What follows belongs to an exercise in optimizing a design on an open flow for small area; a production flow would make more cautious choices.
In this exercise RTL edits were held to simulation tests only and were not proved equivalent to the original.
Power is estimated from default activity; no workload was simulated. No driver is modelled on the clock port, so clocking that relies on it looks cheaper here than on a real chip.

// top_mdio_slave
module top_mdio_slave
(
   input  logic       mdc,
   input  logic       reset,
   input  logic       mdio,           
   input  logic [4:0] dev_addr,       
   output logic       mdio_data,      
   output logic       mdio_enable     
);
For scale: roughly 860 cells after synthesis, ~10 I/O pins, roughly 13000 µm² of cells after synthesis.
Settings: LEC_CHECK=0, CAP_MARGIN=20, CORE_MARGIN=2, CORE_UTILIZATION=60, SLEW_MARGIN=20; clock period 10.0 ns.
standard.sh (not shown) runs the stock make flow with config.mk's settings and CLKGATE_MAP_FILE= SYNTH_SCRIPT=/design/flow/synth_recipe.tcl, a recipe that flattens the netlist after the stock synthesis.
==> flow/flow/run.sh <==
#!/bin/bash
set -euo pipefail
export CTS_ARGS="-sink_clustering_enable -repair_clock_nets -sink_clustering_size 12 -sink_clustering_max_diameter 40 -buf_list sky130_fd_sc_hd__clkbuf_4 -dont_use_dummy_load"
export BUFFER_PORTS_ARGS="-buffer_cell sky130_fd_sc_hd__buf_1"
bash standard.sh > standard_flow.log 2>&1
Next try:
==> flow/flow/run.sh (replaced) <==
#!/bin/bash
set -euo pipefail
export CTS_ARGS="-sink_clustering_enable -repair_clock_nets -sink_clustering_size 32 -sink_clustering_max_diameter 90 -buf_list sky130_fd_sc_hd__clkbuf_16 -dont_use_dummy_load"
bash standard.sh > standard_flow.log 2>&1
Settings changed: CORE_UTILIZATION 60 to 40, CTS_BUF_LIST set to sky130_fd_sc_hd__clkbuf_16, CTS_CLUSTER_DIAMETER set to 90, CTS_CLUSTER_SIZE set to 32.
Worst hold slack is worse by 0.019 ns.
Total power is higher by 4.2%.
Cell area went up by 2.5%.
Fmax increases by 6.0%.
Worst setup slack gets better by 0.34 ns.
Non-clock buffer count goes down by 1.
Via count came out lower by 5.6%.
Next try:
==> flow/flow/run.sh (replaced) <==
#!/bin/bash
set -euo pipefail
export CTS_ARGS="-sink_clustering_enable -repair_clock_nets -sink_clustering_size 20 -sink_clustering_max_diameter 55 -buf_list sky130_fd_sc_hd__clkbuf_8 -dont_use_dummy_load"
export BUFFER_PORTS_ARGS="-buffer_cell sky130_fd_sc_hd__buf_1"
bash standard.sh > standard_flow.log 2>&1
Settings changed: CORE_UTILIZATION 40 to 50, CTS_BUF_LIST sky130_fd_sc_hd__clkbuf_16 to unset, CTS_CLUSTER_DIAMETER 90 to unset, CTS_CLUSTER_SIZE 32 to unset.
Clock power went down by 10%.
Total power went down by 3.2%.
Wire length went up by 3.7%.
Setup slack improved by 0.26 ns.
Register-to-register slack got worse by 0.04 ns.

Another version of the RTL of top_mdio_slave (not shown whole).
For scale: ~910 cells after synthesis, roughly 530 flip-flops, about 10 I/O pins, about 13000 sq um of cells after synthesis.
// top_mdio_slave
module top_mdio_slave
(
   input  logic       mdc,
   input  logic       reset,
   input  logic       mdio,           
   input  logic [4:0] dev_addr,       
   output logic       mdio_data,      
   output logic       mdio_enable     
);
export LEC_CHECK = 0
export CAP_MARGIN = 20
export CORE_MARGIN = 2
export CORE_UTILIZATION = 40
export CTS_BUF_LIST = sky130_fd_sc_hd__clkbuf_16
export CTS_CLUSTER_DIAMETER = 80
export CTS_CLUSTER_SIZE = 25
export SLEW_MARGIN = 20
create_clock -name core_clock -period 10.0 [get_ports {mdc}]
run.sh (not shown) runs the stock make flow with config.mk's settings and CLKGATE_MAP_FILE= SYNTH_SCRIPT=/design/flow/synth_recipe.tcl, a recipe that flattens the netlist after the stock synthesis.
Stock flow here: none of the scripts above is used.
Change:
- CORE_UTILIZATION: 40 -> 60
- CTS_BUF_LIST: sky130_fd_sc_hd__clkbuf_16 -> sky130_fd_sc_hd__clkbuf_8
- CTS_CLUSTER_DIAMETER: 80 -> 60
- CTS_CLUSTER_SIZE: 25 -> 20
What happened: Total power goes down by 5.9%. Sequential power hardly moves. Global-route usage goes up by 6.3 points. Cell area goes down by 2.4%. Area after synthesis stays the same. Routed wire length goes up by 1.2%. Worst hold slack gains 0.0055 ns.
Change:
- CORE_UTILIZATION: 60 -> 40
- CTS_BUF_LIST: sky130_fd_sc_hd__clkbuf_8 -> sky130_fd_sc_hd__clkbuf_16
- CTS_CLUSTER_DIAMETER: 60 -> 90
- CTS_CLUSTER_SIZE: 20 -> 32
The new run produced a clean layout.
Via count shrinks by 4.1%.
Wire length came out lower by 1.1%.
Worst hold slack got worse by 0.010 ns.
Final cell count came out higher by 12%.
Area after synthesis stays the same.
Worst setup slack degrades by 0.18 ns.
Clock power rose by 14%.
Change:
- CTS_BUF_LIST: sky130_fd_sc_hd__clkbuf_16 -> sky130_fd_sc_hd__clkbuf_8
- CTS_CLUSTER_DIAMETER: 90 -> not set
- CTS_CLUSTER_SIZE: 32 -> 30
=> The new run passed the timing, design-rule and antenna checks. Total power grows by 24%. Clock power grows by 75%. Non-clock buffer count stays the same. Die area is unchanged. Via count grows by 7.3%. Final area grows by 7.3%.
Change:
- CTS_CLUSTER_DIAMETER: not set -> 60
- CTS_CLUSTER_SIZE: 30 -> 20
Effect: The new run went through all stages and came out clean. Via count falls by 5.5%. Setup slack gains 0.0072 ns. First-iteration DRC count falls by 8.6%. Non-clock buffer count does not change.
Change:
- CTS_BUF_LIST: sky130_fd_sc_hd__clkbuf_8 -> sky130_fd_sc_hd__clkbuf_4
- CTS_CLUSTER_DIAMETER: 60 -> not set
Outcome: Total power climbs by about 20%; clock skew climbs by 0.027 ns; maximum frequency drops by 1.9%; cell count climbs by about 12%; cell area climbs by about 6%; sequential share of layout area drops by 4.3 points; non-clock buffer count stays the same; sequential power is about the same; clock-buffer cell count climbs by 144; wire length climbs by 5.6%.

what the ideal ports hide:
The flow's constraints put no driver on any port. The routed layouts listed below were extracted and timed again, unchanged, in two steps. Step 1 (the two cells are an assumption about what drives the block):
set clk [get_ports {mdc}]
set_driving_cell -lib_cell sky130_fd_sc_hd__clkbuf_16 $clk
set_driving_cell -lib_cell sky130_fd_sc_hd__buf_2 [delete_from_list [all_inputs] $clk]
Step 2 times the ports against the registers' clock, not the clock port: input delays grow and output delays shrink by t, the midpoint of the rising clock arrivals with the driver on. a / b / c = no drivers / after step 1 / after step 2; a / b = the first two.
| run | t (ns) | slack for setup (ns) | hold WS [ns] | worst setup path at the end | worst slew at a driven data input, ns |
|---|---|---|---|---|---|
| the first run of note 1 | 0.699 | 3.915 / 3.876 / 4.575 | 0.284 / 0.284 / 0.284 | register to output | 0.03 |
| the second run of note 1 | 0.560 | 4.260 / 4.214 / 4.774 | 0.265 / 0.265 / 0.265 | register to output | 0.03 |
| the third run of note 1 | 0.621 | 4.516 / 4.473 / 5.095 | 0.279 / 0.279 / 0.279 | register to output | 0.03 |
| the first run of note 2 | 0.587 | 4.217 / 4.170 / 4.758 | 0.324 / 0.324 / 0.324 | register to output | 0.03 |
| the second run of note 2 | 0.646 | 4.361 / 4.318 / 4.964 | 0.330 / 0.330 / 0.330 | register to output | 0.03 |
| the third run of note 2 | 0.587 | 4.184 / 4.131 / 4.717 | 0.319 / 0.319 / 0.319 | register to output | 0.03 |
| the fourth run of note 2 | 0.625 | 4.132 / 4.087 / 4.713 | 0.308 / 0.308 / 0.308 | register to output | 0.03 |
| the fifth run of note 2 | 0.599 | 4.139 / 4.096 / 4.696 | 0.321 / 0.321 / 0.321 | register to output | 0.03 |
| the sixth run of note 2 | 0.786 | 4.025 / 3.978 / 4.764 | 0.288 / 0.288 / 0.288 | register to output | 0.03 |
After both steps every run listed still meets setup and hold.
